Background: an optimization exercise with open tools, aiming at small area and a short achievable clock period. Do not read the settings as production practice.
Function was not checked in any run shown here: the RTL went through the layout flow alone.
Power is estimated from default activity; no workload was simulated.

## flow/design.v (module list and top-level ports; edited modules follow where they fit)
// module state_capture: 92 lines
// module q_sel_gen: 20 lines
// module q_sel_bit: 15 lines
// module q_gt: 38 lines
// module gt_bit: 9 lines
// module gt_inv: 6 lines
// module q_inv: 6 lines
// module gt_node_p: 11 lines
// module gt_node_n: 11 lines
// module q_update: 803 lines
// module csa_fa: 10 lines
// module carry16: 25 lines
// module prod_cpa: 747 lines
// module sum_cpa: 550 lines
// module add_pg: 4 lines
// module add_xor: 3 lines
// module add_inv: 3 lines
// module add_node_n: 4 lines
// module add_gnode_n: 3 lines
// module add_node_p: 4 lines
// module add_gnode_p: 3 lines
// module action_select: 51 lines
// module episode_control: 39 lines
// module dynaq_datapath: 92 lines
// module prefix_add: 26 lines
module dynaq_datapath (
  input  logic                          clk,
  input  logic                          reset,
  input  logic                          qvalue_en,
  input  logic                          reward_en,
  input  logic                          current_location_en,
  input  logic                          next_location_en,
  input  logic                          location_select,
  input  logic                          max_en,
  input  logic                          g_en,
  input  logic                          g_select,
  input  logic                          rng_en,
  input  logic                          action_en,
  input  logic                          step_en,
  input  logic                          step_select,
  input  logic                          epsilon_decay_en,
  input  logic                          episode_end,
  input  dynaq_data_pkg::location_t     start_location,
  input  dynaq_data_pkg::location_t     env_next_location,
  input  dynaq_data_pkg::qvalue_t       qvalue_0,
  input  dynaq_data_pkg::qvalue_t       qvalue_1,
  input  dynaq_data_pkg::qvalue_t       qvalue_2,
  input  dynaq_data_pkg::qvalue_t       qvalue_3,
  input  dynaq_data_pkg::reward_t       reward,
  output dynaq_data_pkg::location_t     current_location,
  output dynaq_data_pkg::location_t     next_location,
  output dynaq_policy_pkg::step_t       step_count,
  output dynaq_data_pkg::qvalue_t       qtable_data,
  output dynaq_policy_pkg::action_t     action,
  output logic                          done,
  output logic                          completed
);
  // ...
==> flow/flow/run.sh <==
#!/bin/bash
# Standard layout, with the port buffers taken from a plain buffer cell
# instead of the default pick.
export BUFFER_PORTS_ARGS="-buffer_cell sky130_fd_sc_hd__buf_2"
bash standard.sh > standard_run.log 2>&1
==> flow/standard.sh <==
#!/bin/bash
# synth_recipe.tcl (not shown) runs the flow's synth.tcl, then flattens the netlist and writes it again
# the make line also repeats each setting of config.mk as NAME=value (left out here)
make -C /OpenROAD-flow-scripts/flow DESIGN_CONFIG=/design/flow/config.mk WORK_HOME=/design/flow/orfs CLKGATE_MAP_FILE= SYNTH_SCRIPT=/design/flow/synth_recipe.tcl "${@:-finish}"
==> flow/config.mk <==
export PLATFORM = sky130hd
export DESIGN_NAME = dynaq_datapath
export DESIGN_NICKNAME = dynaq_datapath
export VERILOG_FILES = /design/flow/design.v
export SDC_FILE = /design/flow/constraint.sdc
export NUM_CORES = 4
export LEC_CHECK = 0
export CAP_MARGIN = 20
export CORE_MARGIN = 2
export CORE_UTILIZATION = 40
export PLACE_DENSITY = 0.6
export SETUP_SLACK_MARGIN = 4
export SLEW_MARGIN = 20
export SYNTH_HIERARCHICAL = 1
==> flow/constraint.sdc <==
create_clock -name core_clock -period 7.5 [get_ports {clk}]
set_input_delay 1.5000 -clock core_clock [delete_from_list [all_inputs] [get_ports {clk}]]
set_output_delay 1.5000 -clock core_clock [all_outputs]
set_load 0.01 [all_outputs]
==> metrics.md, run 1 <==
| Metric | Value |
|---|---|
| Hold Path Sink | u_episode_control.completed |
| Count of non-CTS inverters in the layout | 402 |
| Initial antenna violation count | 14 |
| Setup ws final | 3.94 ns |
| Critical path buffers and inverters | 1 |
| Share of cell area taken by multi-input logic gates | 65.4% |
| Clock insertion delay at the later pin of the skew report | 0.60 ns |
| Yosys warning count | 10 |
| Final Slew Violations | 0 |
| Met3 track utilization from global routing | 2.76% |
| Via count of the first global-routing pass | 32100 |
| Cells on worst reg2reg path | 11 |
| Crit Reg-Reg Startpoint | u_state_capture.q_max[10] |
| Final clock skew | 0.0326 ns |
| Signal arrival time at the worst endpoint | 4.01 ns |
| Length of the first detailed-routing pass in iterations | 9 |
| Area of the mapped netlist | 37800 sq um |
| Number of sequential cells in the layout | 318 |
| Gate Count Post-Synth | 4504 |
| Final period utilization | 47.4% |
| Clock buffers created by TritonCTS | 41 |
| Vias per cell | 5.25 |
| End of the worst register-to-register path | u_q_update.max_carry |
| Fillers | 9137 |
| GRT met1 Usage | 33.7% |
| Outcome | timing/DRC/antenna clean |
| Clk cell area share | 3.10% |
| CTS resizes | 72 |
| IO Port Bufs | 384 |
| Stages on worst setup path | 11 |
| Worst max-slew margin expressed relative to the limit | 36.2% |
| H-tree levels | 2 |
| Hold slack | 0.469 ns |
| Area used by multi-input combinational logic | 29100 sq um |
| Slowest stage cell, crit path | sky130_fd_sc_hd__fa_1 |
| Type of destination of the critical path | register |
| Clock tree from TritonCTS | done |
| Total die area | 97000 sq um |
| Number of diodes | 12 |
| Highest attainable clock frequency | 281 MHz |
| Placeable core region | 93500 sq um |
==> inputs of run 2 (changes only) <==
--- a/flow/design.v
+++ b/flow/design.v
@@ -842,159 +842,159 @@
   csa_fa u_s601 (.a(x[56]), .b(x[62]), .c(~c468), .s(s601), .co(c602));
   wire s603, c604;
   csa_fa u_s603 (.a(x[57]), .b(x[62]), .c(~c470), .s(s603), .co(c604));
   wire s605, c606;
   csa_fa u_s605 (.a(x[63]), .b(x[58]), .c(~x[61]), .s(s605), .co(c606));
   wire s607 = x[4] ^ ~x[1];
   wire c608 = x[4] & ~x[1];
   wire s609, c610;
-  csa_fa u_s609 (.a(x[5]), .b(x[0]), .c(~x[2]), .s(s609), .co(c610));
+  csa_fx u_s609 (.a(x[5]), .b(x[0]), .c(~x[2]), .s(s609), .co(c610));
   wire s611, c612;
-  csa_fa u_s611 (.a(x[6]), .b(x[1]), .c(~x[3]), .s(s611), .co(c612));
+  csa_fx u_s611 (.a(x[6]), .b(x[1]), .c(~x[3]), .s(s611), .co(c612));
   wire s613, c614;
-  csa_fa u_s613 (.a(x[0]), .b(x[7]), .c(~s471), .s(s613), .co(c614));
+  csa_fx u_s613 (.a(x[0]), .b(x[7]), .c(~s471), .s(s613), .co(c614));
   wire s615, c616;
-  csa_fa u_s615 (.a(c472), .b(s473), .c(~x[1]), .s(s615), .co(c616));
+  csa_fx u_s615 (.a(~x[1]), .b(c472), .c(s473), .s(s615), .co(c616));
   wire s617, c618;
-  csa_fa u_s617 (.a(c474), .b(s475), .c(~x[2]), .s(s617), .co(c618));
+  csa_fx u_s617 (.a(~x[2]), .b(c474), .c(s475), .s(s617), .co(c618));
   wire s619, c620;
-  csa_fa u_s619 (.a(c476), .b(s477), .c(~x[3]), .s(s619), .co(c620));
+  csa_fx u_s619 (.a(~x[3]), .b(c476), .c(s477), .s(s619), .co(c620));
   wire s621, c622;
-  csa_fa u_s621 (.a(c478), .b(s479), .c(~x[11]), .s(s621), .co(c622));
+  csa_fx u_s621 (.a(~x[11]), .b(c478), .c(s479), .s(s621), .co(c622));
   wire s623, c624;
-  csa_fa u_s623 (.a(c480), .b(s481), .c(~s233), .s(s623), .co(c624));
+  csa_fx u_s623 (.a(~s233), .b(c480), .c(s481), .s(s623), .co(c624));
   wire s625, c626;
-  csa_fa u_s625 (.a(c482), .b(s483), .c(~s237), .s(s625), .co(c626));
+  csa_fx u_s625 (.a(~s237), .b(c482), .c(s483), .s(s625), .co(c626));
   wire s627, c628;
-  csa_fa u_s627 (.a(c484), .b(s485), .c(~s241), .s(s627), .co(c628));
+  csa_fx u_s627 (.a(~s241), .b(c484), .c(s485), .s(s627), .co(c628));
   wire s629, c630;
-  csa_fa u_s629 (.a(c486), .b(s487), .c(~s245), .s(s629), .co(c630));
+  csa_fx u_s629 (.a(~s245), .b(c486), .c(s487), .s(s629), .co(c630));
   wire s631, c632;
-  csa_fa u_s631 (.a(c488), .b(s489), .c(~s249), .s(s631), .co(c632));
+  csa_fx u_s631 (.a(~s249), .b(c488), .c(s489), .s(s631), .co(c632));
   wire s633, c634;
-  csa_fa u_s633 (.a(c490), .b(s491), .c(~s253), .s(s633), .co(c634));
+  csa_fx u_s633 (.a(~s253), .b(c490), .c(s491), .s(s633), .co(c634));
   wire s635, c636;
-  csa_fa u_s635 (.a(c492), .b(s493), .c(~s257), .s(s635), .co(c636));
+  csa_fx u_s635 (.a(~s257), .b(c492), .c(s493), .s(s635), .co(c636));
   wire s637, c638;
-  csa_fa u_s637 (.a(c494), .b(s495), .c(~s261), .s(s637), .co(c638));
+  csa_fx u_s637 (.a(~s261), .b(c494), .c(s495), .s(s637), .co(c638));
   wire s639, c640;
-  csa_fa u_s639 (.a(c496), .b(s497), .c(~s265), .s(s639), .co(c640));
+  csa_fx u_s639 (.a(~s265), .b(c496), .c(s497), .s(s639), .co(c640));
   wire s641, c642;
-  csa_fa u_s641 (.a(c498), .b(s499), .c(~s269), .s(s641), .co(c642));
+  csa_fx u_s641 (.a(~s269), .b(c498), .c(s499), .s(s641), .co(c642));
   wire s643, c644;
-  csa_fa u_s643 (.a(c500), .b(s501), .c(~s273), .s(s643), .co(c644));
+  csa_fx u_s643 (.a(~s273), .b(c500), .c(s501), .s(s643), .co(c644));
   wire s645, c646;
-  csa_fa u_s645 (.a(c502), .b(s503), .c(~s277), .s(s645), .co(c646));
+  csa_fx u_s645 (.a(~s277), .b(c502), .c(s503), .s(s645), .co(c646));
   wire s647, c648;
-  csa_fa u_s647 (.a(c504), .b(s505), .c(~s281), .s(s647), .co(c648));
+  csa_fx u_s647 (.a(~s281), .b(c504), .c(s505), .s(s647), .co(c648));
   wire s649, c650;
-  csa_fa u_s649 (.a(c506), .b(s507), .c(~s285), .s(s649), .co(c650));
+  csa_fx u_s649 (.a(~s285), .b(c506), .c(s507), .s(s649), .co(c650));
   wire s651, c652;
-  csa_fa u_s651 (.a(c508), .b(s509), .c(~s289), .s(s651), .co(c652));
+  csa_fx u_s651 (.a(~s289), .b(c508), .c(s509), .s(s651), .co(c652));
   wire s653, c654;
-  csa_fa u_s653 (.a(c510), .b(s511), .c(~s293), .s(s653), .co(c654));
+  csa_fx u_s653 (.a(~s293), .b(c510), .c(s511), .s(s653), .co(c654));
   wire s655, c656;
-  csa_fa u_s655 (.a(c512), .b(s513), .c(~s297), .s(s655), .co(c656));
+  csa_fx u_s655 (.a(~s297), .b(c512), .c(s513), .s(s655), .co(c656));
   wire s657, c658;
-  csa_fa u_s657 (.a(c514), .b(s515), .c(~s301), .s(s657), .co(c658));
+  csa_fx u_s657 (.a(~s301), .b(c514), .c(s515), .s(s657), .co(c658));
   wire s659, c660;
-  csa_fa u_s659 (.a(c516), .b(s517), .c(~s305), .s(s659), .co(c660));
+  csa_fx u_s659 (.a(~s305), .b(c516), .c(s517), .s(s659), .co(c660));
   wire s661, c662;
-  csa_fa u_s661 (.a(c518), .b(s519), .c(~s309), .s(s661), .co(c662));
+  csa_fx u_s661 (.a(~s309), .b(c518), .c(s519), .s(s661), .co(c662));
   wire s663, c664;
-  csa_fa u_s663 (.a(c520), .b(s521), .c(~s313), .s(s663), .co(c664));
+  csa_fx u_s663 (.a(~s313), .b(c520), .c(s521), .s(s663), .co(c664));
   wire s665, c666;
-  csa_fa u_s665 (.a(c522), .b(s523), .c(~s317), .s(s665), .co(c666));
+  csa_fx u_s665 (.a(~s317), .b(c522), .c(s523), .s(s665), .co(c666));
   wire s667, c668;
-  csa_fa u_s667 (.a(c524), .b(s525), .c(~s321), .s(s667), .co(c668));
+  csa_fx u_s667 (.a(~s321), .b(c524), .c(s525), .s(s667), .co(c668));
   wire s669, c670;
-  csa_fa u_s669 (.a(c526), .b(s527), .c(~s325), .s(s669), .co(c670));
+  csa_fx u_s669 (.a(~s325), .b(c526), .c(s527), .s(s669), .co(c670));
   wire s671, c672;
-  csa_fa u_s671 (.a(c528), .b(s529), .c(~s329), .s(s671), .co(c672));
+  csa_fx u_s671 (.a(~s329), .b(c528), .c(s529), .s(s671), .co(c672));
   wire s673, c674;
-  csa_fa u_s673 (.a(c530), .b(s531), .c(~s333), .s(s673), .co(c674));
+  csa_fx u_s673 (.a(~s333), .b(c530), .c(s531), .s(s673), .co(c674));
   wire s675, c676;
-  csa_fa u_s675 (.a(c532), .b(s533), .c(~s337), .s(s675), .co(c676));
+  csa_fx u_s675 (.a(~s337), .b(c532), .c(s533), .s(s675), .co(c676));
   wire s677, c678;
-  csa_fa u_s677 (.a(c534), .b(s535), .c(~s341), .s(s677), .co(c678));
+  csa_fx u_s677 (.a(~s341), .b(c534), .c(s535), .s(s677), .co(c678));
   wire s679, c680;
-  csa_fa u_s679 (.a(c536), .b(s537), .c(~s345), .s(s679), .co(c680));
+  csa_fx u_s679 (.a(~s345), .b(c536), .c(s537), .s(s679), .co(c680));
   wire s681, c682;
-  csa_fa u_s681 (.a(c538), .b(s539), .c(~s349), .s(s681), .co(c682));
+  csa_fx u_s681 (.a(~s349), .b(c538), .c(s539), .s(s681), .co(c682));
   wire s683, c684;
-  csa_fa u_s683 (.a(c540), .b(s541), .c(~s353), .s(s683), .co(c684));
+  csa_fx u_s683 (.a(~s353), .b(c540), .c(s541), .s(s683), .co(c684));
   wire s685, c686;
-  csa_fa u_s685 (.a(c542), .b(s543), .c(~s357), .s(s685), .co(c686));
+  csa_fx u_s685 (.a(~s357), .b(c542), .c(s543), .s(s685), .co(c686));
   wire s687, c688;
-  csa_fa u_s687 (.a(c544), .b(s545), .c(~s361), .s(s687), .co(c688));
+  csa_fx u_s687 (.a(~s361), .b(c544), .c(s545), .s(s687), .co(c688));
   wire s689, c690;
-  csa_fa u_s689 (.a(c546), .b(s547), .c(~s365), .s(s689), .co(c690));
+  csa_fx u_s689 (.a(~s365), .b(c546), .c(s547), .s(s689), .co(c690));
   wire s691, c692;
-  csa_fa u_s691 (.a(c548), .b(s549), .c(~s369), .s(s691), .co(c692));
+  csa_fx u_s691 (.a(~s369), .b(c548), .c(s549), .s(s691), .co(c692));
   wire s693, c694;
-  csa_fa u_s693 (.a(c550), .b(s551), .c(~s373), .s(s693), .co(c694));
+  csa_fx u_s693 (.a(~s373), .b(c550), .c(s551), .s(s693), .co(c694));
   wire s695, c696;
-  csa_fa u_s695 (.a(c552), .b(s553), .c(~s377), .s(s695), .co(c696));
+  csa_fx u_s695 (.a(~s377), .b(c552), .c(s553), .s(s695), .co(c696));
   wire s697, c698;
-  csa_fa u_s697 (.a(c554), .b(s555), .c(~s381), .s(s697), .co(c698));
+  csa_fx u_s697 (.a(~s381), .b(c554), .c(s555), .s(s697), .co(c698));
   wire s699, c700;
-  csa_fa u_s699 (.a(c556), .b(s557), .c(~s385), .s(s699), .co(c700));
+  csa_fx u_s699 (.a(~s385), .b(c556), .c(s557), .s(s699), .co(c700));
   wire s701, c702;
-  csa_fa u_s701 (.a(c558), .b(s559), .c(~s389), .s(s701), .co(c702));
+  csa_fx u_s701 (.a(~s389), .b(c558), .c(s559), .s(s701), .co(c702));
   wire s703, c704;
-  csa_fa u_s703 (.a(c560), .b(s561), .c(~s393), .s(s703), .co(c704));
+  csa_fx u_s703 (.a(~s393), .b(c560), .c(s561), .s(s703), .co(c704));
   wire s705, c706;
-  csa_fa u_s705 (.a(c562), .b(s563), .c(~s397), .s(s705), .co(c706));
+  csa_fx u_s705 (.a(~s397), .b(c562), .c(s563), .s(s705), .co(c706));
   wire s707, c708;
-  csa_fa u_s707 (.a(c564), .b(s565), .c(~s401), .s(s707), .co(c708));
+  csa_fx u_s707 (.a(~s401), .b(c564), .c(s565), .s(s707), .co(c708));
   wire s709, c710;
-  csa_fa u_s709 (.a(c566), .b(s567), .c(~s405), .s(s709), .co(c710));
+  csa_fx u_s709 (.a(~s405), .b(c566), .c(s567), .s(s709), .co(c710));
   wire s711, c712;
-  csa_fa u_s711 (.a(c568), .b(s569), .c(~s409), .s(s711), .co(c712));
+  csa_fx u_s711 (.a(~s409), .b(c568), .c(s569), .s(s711), .co(c712));
   wire s713, c714;
-  csa_fa u_s713 (.a(c570), .b(s571), .c(~s413), .s(s713), .co(c714));
+  csa_fx u_s713 (.a(~s413), .b(c570), .c(s571), .s(s713), .co(c714));
   wire s715, c716;
-  csa_fa u_s715 (.a(c572), .b(s573), .c(~s417), .s(s715), .co(c716));
+  csa_fx u_s715 (.a(~s417), .b(c572), .c(s573), .s(s715), .co(c716));
   wire s717, c718;
-  csa_fa u_s717 (.a(c574), .b(s575), .c(~s421), .s(s717), .co(c718));
+  csa_fx u_s717 (.a(~s421), .b(c574), .c(s575), .s(s717), .co(c718));
   wire s719, c720;
-  csa_fa u_s719 (.a(c576), .b(s577), .c(~s425), .s(s719), .co(c720));
+  csa_fx u_s719 (.a(~s425), .b(c576), .c(s577), .s(s719), .co(c720));
   wire s721, c722;
-  csa_fa u_s721 (.a(c578), .b(s579), .c(~s429), .s(s721), .co(c722));
+  csa_fx u_s721 (.a(~s429), .b(c578), .c(s579), .s(s721), .co(c722));
   wire s723, c724;
-  csa_fa u_s723 (.a(c580), .b(s581), .c(~s433), .s(s723), .co(c724));
+  csa_fx u_s723 (.a(~s433), .b(c580), .c(s581), .s(s723), .co(c724));
   wire s725, c726;
-  csa_fa u_s725 (.a(c582), .b(s583), .c(~s437), .s(s725), .co(c726));
+  csa_fx u_s725 (.a(~s437), .b(c582), .c(s583), .s(s725), .co(c726));
   wire s727, c728;
-  csa_fa u_s727 (.a(c584), .b(s585), .c(~s441), .s(s727), .co(c728));
+  csa_fx u_s727 (.a(~s441), .b(c584), .c(s585), .s(s727), .co(c728));
   wire s729, c730;
-  csa_fa u_s729 (.a(c586), .b(s587), .c(~s445), .s(s729), .co(c730));
+  csa_fx u_s729 (.a(~s445), .b(c586), .c(s587), .s(s729), .co(c730));
   wire s731, c732;
-  csa_fa u_s731 (.a(c588), .b(s589), .c(~s449), .s(s731), .co(c732));
+  csa_fx u_s731 (.a(~s449), .b(c588), .c(s589), .s(s731), .co(c732));
   wire s733, c734;
-  csa_fa u_s733 (.a(c590), .b(s591), .c(~s453), .s(s733), .co(c734));
+  csa_fx u_s733 (.a(~s453), .b(c590), .c(s591), .s(s733), .co(c734));
   wire s735, c736;
-  csa_fa u_s735 (.a(c592), .b(c452), .c(~s593), .s(s735), .co(c736));
+  csa_fx u_s735 (.a(c452), .b(c592), .c(~s593), .s(s735), .co(c736));
   wire s737, c738;
-  csa_fa u_s737 (.a(c594), .b(s595), .c(~s459), .s(s737), .co(c738));
+  csa_fx u_s737 (.a(~s459), .b(c594), .c(s595), .s(s737), .co(c738));
   wire s739, c740;
-  csa_fa u_s739 (.a(c596), .b(s465), .c(~s597), .s(s739), .co(c740));
+  csa_fx u_s739 (.a(s465), .b(c596), .c(~s597), .s(s739), .co(c740));
   wire s741, c742;
-  csa_fa u_s741 (.a(c598), .b(s599), .c(~s467), .s(s741), .co(c742));
+  csa_fx u_s741 (.a(~s467), .b(s599), .c(c598), .s(s741), .co(c742));
   wire s743, c744;
-  csa_fa u_s743 (.a(c600), .b(s601), .c(~s469), .s(s743), .co(c744));
+  csa_fx u_s743 (.a(~s469), .b(c600), .c(s601), .s(s743), .co(c744));
   wire s745, c746;
-  csa_fa u_s745 (.a(c602), .b(s603), .c(~x[60]), .s(s745), .co(c746));
+  csa_fx u_s745 (.a(~x[60]), .b(c602), .c(s603), .s(s745), .co(c746));
   wire s747, c748;
-  csa_fa u_s747 (.a(c604), .b(s605), .c(~x[62]), .s(s747), .co(c748));
+  csa_fx u_s747 (.a(~x[62]), .b(s605), .c(c604), .s(s747), .co(c748));
   wire s749, c750;
-  csa_fa u_s749 (.a(c606), .b(x[59]), .c(x[62]), .s(s749), .co(c750));
+  csa_fx u_s749 (.a(x[59]), .b(x[62]), .c(c606), .s(s749), .co(c750));
   wire s751, c752;
-  csa_fa u_s751 (.a(x[63]), .b(x[60]), .c(~x[62]), .s(s751), .co(c752));
+  csa_fx u_s751 (.a(x[63]), .b(x[60]), .c(~x[62]), .s(s751), .co(c752));
   assign row_a = {~x[63], x[61], c752, c750, c748, c746, c744, c742, ~c740, ~c738, c736, c734, c732, c730, c728, c726, c724, c722, c720, c718, c716, c714, c712, c710, c708, c706, c704, c702, c700, c698, c696, c694, c692, c690, c688, c686, c684, c682, c680, c678, c676, c674, c672, c670, c668, c666, c664, c662, c660, c658, c656, c654, c652, c650, c648, c646, c644, c642, c640, c638, c636, c634, c632, c630, c628, c626, c624, c622, c620, c618, c616, ~c614, c612, c610, c608, s607, ~x[0], x[2], x[1], x[0]};
   assign row_b = {x[62], ~x[62], ~x[61], s751, s749, s747, s745, s743, s741, ~s739, ~s737, s735, s733, s731, s729, s727, s725, s723, s721, s719, s717, s715, s713, s711, s709, s707, s705, s703, s701, s699, s697, s695, s693, s691, s689, s687, s685, s683, s681, s679, s677, s675, s673, s671, s669, s667, s665, s663, s661, s659, s657, s655, s653, s651, s649, s647, s645, s643, s641, s639, s637, s635, s633, s631, s629, s627, s625, s623, s621, s619, s617, s615, ~s613, s611, s609, x[3], ~x[3], 1'b0, 1'b0, 1'b0};
   carry16 u_low_carry (.a(row_a[15:0]), .b(row_b[15:0]), .c(low_carry));
   logic [64:0] product_c;
   prod_cpa u_prod_add (.a({max_row_a, max_carry}), .b({max_row_b, max_carry}), .s(product_c));
   assign product = product_c[64:1];
   logic [47:0] sum_hi;
   sum_cpa u_sum_add (
@@ -1017,16 +1017,43 @@
   always_ff @(posedge clk or negedge reset) begin
     if (!reset) begin
       qtable_data <= '0;
     end else if (g_en) begin
       qtable_data <= g_select ? sum : product;
     end
   end
 endmodule
+module csa_fx (
+  input  logic a,
+  input  logic b,
+  input  logic c,
+  output logic s,
+  output logic co
+);
+  logic x;
+  csa_xor u_x0 (.a(a), .b(b), .y(x));
+  csa_xor u_x1 (.a(x), .b(c), .y(s));
+  csa_maj u_m (.a(a), .b(b), .c(c), .y(co));
+endmodule
+module csa_xor (
+  input  logic a,
+  input  logic b,
+  output logic y
+);
+  assign y = a ^ b;
+endmodule
+module csa_maj (
+  input  logic a,
+  input  logic b,
+  input  logic c,
+  output logic y
+);
+  assign y = (a & b) | (a & c) | (b & c);
+endmodule
 module csa_fa (
   input  logic a,
   input  logic b,
   input  logic c,
   output logic s,
   output logic co
 );
   assign s  = a ^ b ^ c;
==> metrics.md, run 2 <==
| Metric | Value |
|---|---|
| Remaining global-route overflow | 0 (unchanged) |
| Slew of the pin with the lowest slew margin | 0.933 ns (was 0.957 ns) |
| Final Slew Violations | 0 (unchanged) |
| Switching power share of the total | 50.8% (was 51.4%) |
| First-pass GRT wire length | 184000 microns (about the same) |
| Share of total power in combinational logic | 74.4% (was 73.5%) |
| Row Count | 113 (was 112) |
| Fillers | 9248 (was 9137) |
| Maximum vdd ir drop | 0.385 mV (was 0.286 mV) |
| Cell repeated most along the worst path | sky130_fd_sc_hd__a21oi_2 (was sky130_fd_sc_hd__fa_1) |
| Yosys warning count | 10 (unchanged) |
| Area of the mapped netlist | 38400 sq um (was 37800 sq um) |
| H-tree levels | 2 (unchanged) |
| Clock Pin Slew Worst Setup and Hold Paths | 0.05 ns (was 0.06 ns) |
| GRT met1 Usage | 32.8% (was 33.7%) |
| Tightest Hold Check Type | reg -> reg (unchanged) |
| Element type at the critical path start | input port (was register) |
| All-layer global routing usage | 23.8% (was 24.0%) |
| Final weighted congestion in routability-driven placement | 0.979 (was 0.967) |
| Total length of routed wires | 120000 microns (was 119000 microns) |
| Max-cap check violation count | 0 (unchanged) |
| Clock sinks | 318 (unchanged) |
| Ordered cell list for the critical path | buf_2 -> inv_1 -> nor2_1 -> nor2_1 -> a21oi_2 -> o21ai_2 -> a21oi_2 -> o21ai_4 -> buf_12 -> a21oi_2 -> mux2i_1 -> nor3_2 -> a22oi_1 -> nand2_1 (was fa_1 -> fa_1 -> fa_1 -> fa_1 -> nor2_2 -> o21ai_2 -> a21oi_2 -> o21ai_2 -> a21oi_2 -> inv_1 -> mux2_4) |
| Average wire per cell in the routed design | 18.6 microns (was 19.0 microns) |
| Starting Density | 40.4% (about the same) |
| Required time at the endpoint of the critical path | 8.03 ns (was 7.95 ns) |
| Post-detailed-placement half-perimeter wirelength | 96000 microns (was 95300 microns) |
| Clock buffers created by TritonCTS | 43 (was 41) |
| Clock insertion delay at the later pin of the skew report | 0.60 ns (about the same) |
| Highest attainable clock frequency | 287 MHz (was 281 MHz) |
| Type of destination of the critical path | register (unchanged) |
| Chip Width | 314 microns (was 311 microns) |
| Cell Int Power | 11700 uW (was 10800 uW) |
| Final critical delay including setup and external delays | 3.48 ns (was 3.56 ns) |
| Sequential share of power | 16.0% (was 17.2%) |
| Largest buffer count on any clock path | 3 (unchanged) |
| Vias per cell | 5.24 (was 5.25) |
| Via count of the first global-routing pass | 32500 (was 32100) |
| Vertical extent of the die | 314 microns (was 311 microns) |
| Endpoints failing setup | 0 (unchanged) |
| Placeable core region | 95200 sq um (was 93500 sq um) |
| Hold Buf Count CTS | 0 (unchanged) |
| Slowest stage cell, crit path | sky130_fd_sc_hd__nor3_2 (was sky130_fd_sc_hd__fa_1) |
| Global routing's busiest layer | met2 (unchanged) |
| Met2 global-route usage | 39.1% (was 39.3%) |
| IO Port Bufs | 384 (unchanged) |
| Total die area | 98600 sq um (was 97000 sq um) |
| Maximum number of pins on one net before global-route repair | 102 (was 132) |
| Power per unit of standard cell area | 527 nW/um^2 (was 498 nW/um^2) |
| Most frequent cells in the layout | sky130_fd_sc_hd__nor2_1, sky130_fd_sc_hd__nand2_1, sky130_fd_sc_hd__inv_1 (unchanged) |
| Clock tree from TritonCTS | done (unchanged) |
| Layout Cells excl Fill | 6457 (was 6286) |
| Sum of negative setup slack | 0 ns (unchanged) |
| Worst max-slew margin expressed relative to the limit | 37.8% (was 36.2%) |
| Signal arrival time at the worst endpoint | 4.01 ns (about the same) |
| Largest stage delay on the critical path | 0.54 ns (was 0.56 ns) |
| Mean Syn Cell Area | 8.27 sq um (was 8.39 sq um) |
| Unrepaired setup endpoints after global routing | yes (unchanged) |
| Startpoint-to-endpoint class of the critical path | in -> reg (was reg -> reg) |
| DRC violation count after routing | 0 (unchanged) |
| Initial antenna violation count | 12 (was 14) |
| I/O pin count | 385 (unchanged) |
| Outcome | timing/DRC/antenna clean (unchanged) |
| Final period utilization | 46.5% (was 47.4%) |
| Length of the first detailed-routing pass in iterations | 9 (unchanged) |
| Final clock skew | 0.0347 ns (was 0.0326 ns) |
| Clock Power Share | 9.6% (was 9.3%) |
| Met3 track utilization from global routing | 2.52% (was 2.76%) |
| Leakage power total | 0.0202 uW (was 0.0197 uW) |
| Detailed router's first-iteration violation count | 2404 (was 2332) |
| Final-report hold violation count | 0 (unchanged) |
| Share of post-route cells with drive strength above 1 | 28.0% (was 29.0%) |
| Gate Count Post-Synth | 4648 (was 4504) |
| Placed cell count | 6270 (was 6112) |
| Maximum fanout along the worst path | 8 (was 3) |
| Most common library cell in the layout ignoring fill and taps | sky130_fd_sc_hd__nor2_1 (unchanged) |
| Area added between synthesis and finish | 17.4% (was 17.6%) |
| Clock tree root driver cell | sky130_fd_sc_hd__clkbuf_16 (unchanged) |
| Post-layout net count | 5757 (was 5672) |
| Count of vias placed by the detailed router | 33800 (was 33000) |
| P_sw | 12100 uW (was 11400 uW) |
| Number of nets still failing antenna checks after routing | 0 (unchanged) |
## run 2: final timing paths
path	start	to	slack, ns	cells past startpoint
min in group asynchronous	reset	u_episode_control.step_count[6]	0.95	1
setup reg to reg	u_state_capture.q_max[6]	u_q_update.max_carry	4.12	12
setup / recovery	qvalue_1[3]	u_state_capture.q_max[13]	4.02	14
hold reg to reg	u_episode_control.completed	u_episode_control.completed	0.46	1
hold / removal	u_episode_control.completed	u_episode_control.completed	0.46	1
max in group asynchronous	reset	u_state_capture.q_max[6]	4.95	2
## run 2: final cells by class
cell class              count  area (sq um)  share of cell area (%)
flip-flops and latches    318          7990                    17.7
clock buffers              56          1190                    2.65
inverters                 402          1510                    3.34
well taps                1265          1580                    3.51
repair buffers            490          3000                    6.64
multi-input cells        3891         29500                    65.3
diodes                     12          30.0                  0.0665
clock inverters            23           369                   0.818
## run 2: power groups by stage
stage               registers [uW]  logic [uW]  clock network (uW)
detailed placement            3880       17300                   0
global placement              3860       16900                   0
CTS                           3850       17500                2340
floorplan                     3550       13100                   0
global route                  3980       19700                2410
finish                        3820       17700                2270
## run 2: critical path: cells and delay by family
kind,cells,cell delay (ns)
compound gates,6,1.08
buf+inv,3,0.36
mux,1,0.15
simple gates,4,0.91
## run 2: through the flow
stage | area (sq um) | utilization (%) | setup WS [ns] | power, uW | hold slack, ns
6_report | 45100 | 47.4 | 4.02 | 23800 | 0.458
5_1_grt | 45100 | 47.4 | 3.93 | 26100 | 0.483
4_1_cts | 44100 | 46.4 | 4.00 | 23700 | 0.463
3_5_place_dp | 41900 | 44.0 | 2.94 | 21200 | 0.450
3_3_place_gp | 41900 | 44.0 | 2.79 | 20800 | 0.447
2_1_floorplan | 38500 | - | 3.85 | 16700 | 0.441
## run 2: repair_timing
action / 4_1_cts / 5_1_grt
endpoints found under the setup margin: 68 / 84
hold endpoints to repair: 0 / 0
gates resized for setup: 65 / 59
gates cloned: 1 / 0
buffers inserted: 25 / 70
pin swaps: 13 / 20
## run 2: layer usage
layer | part of all wire, % | routed length [microns]
met1 | 46 | 54700
met2 | 46 | 55700
met3 | 4.5 | 5370
met4 | 3.4 | 4060
met5 | 0 | 0

separate check: timing with driven ports:
In the flow no input, the clock included, has a driving cell. The finished layouts below were timed again as built, in two steps.
Step 1: set_driving_cell puts a clkbuf_16 on clk and a buf_2 on each other input, an assumption about the parent block.
Step 2 also shifts input and output timing later by t, the mid clock arrival at the registers, as if the neighbouring blocks saw the same clock.
Three values: no drivers, after step 1, after step 2; two values: the first two.
run	shift t [ns]	slack for setup (ns)	pins driven straight from the clock port
run 1	0.643	3.942 / 3.942 / 3.342	1
run 2	0.653	4.016 / 4.057 / 3.403	1
After both steps setup and hold are still met in every run listed. For run 2, which loses most, drivers alone change the setup slack by +0.041 ns; drivers and shift together by -0.613 ns.
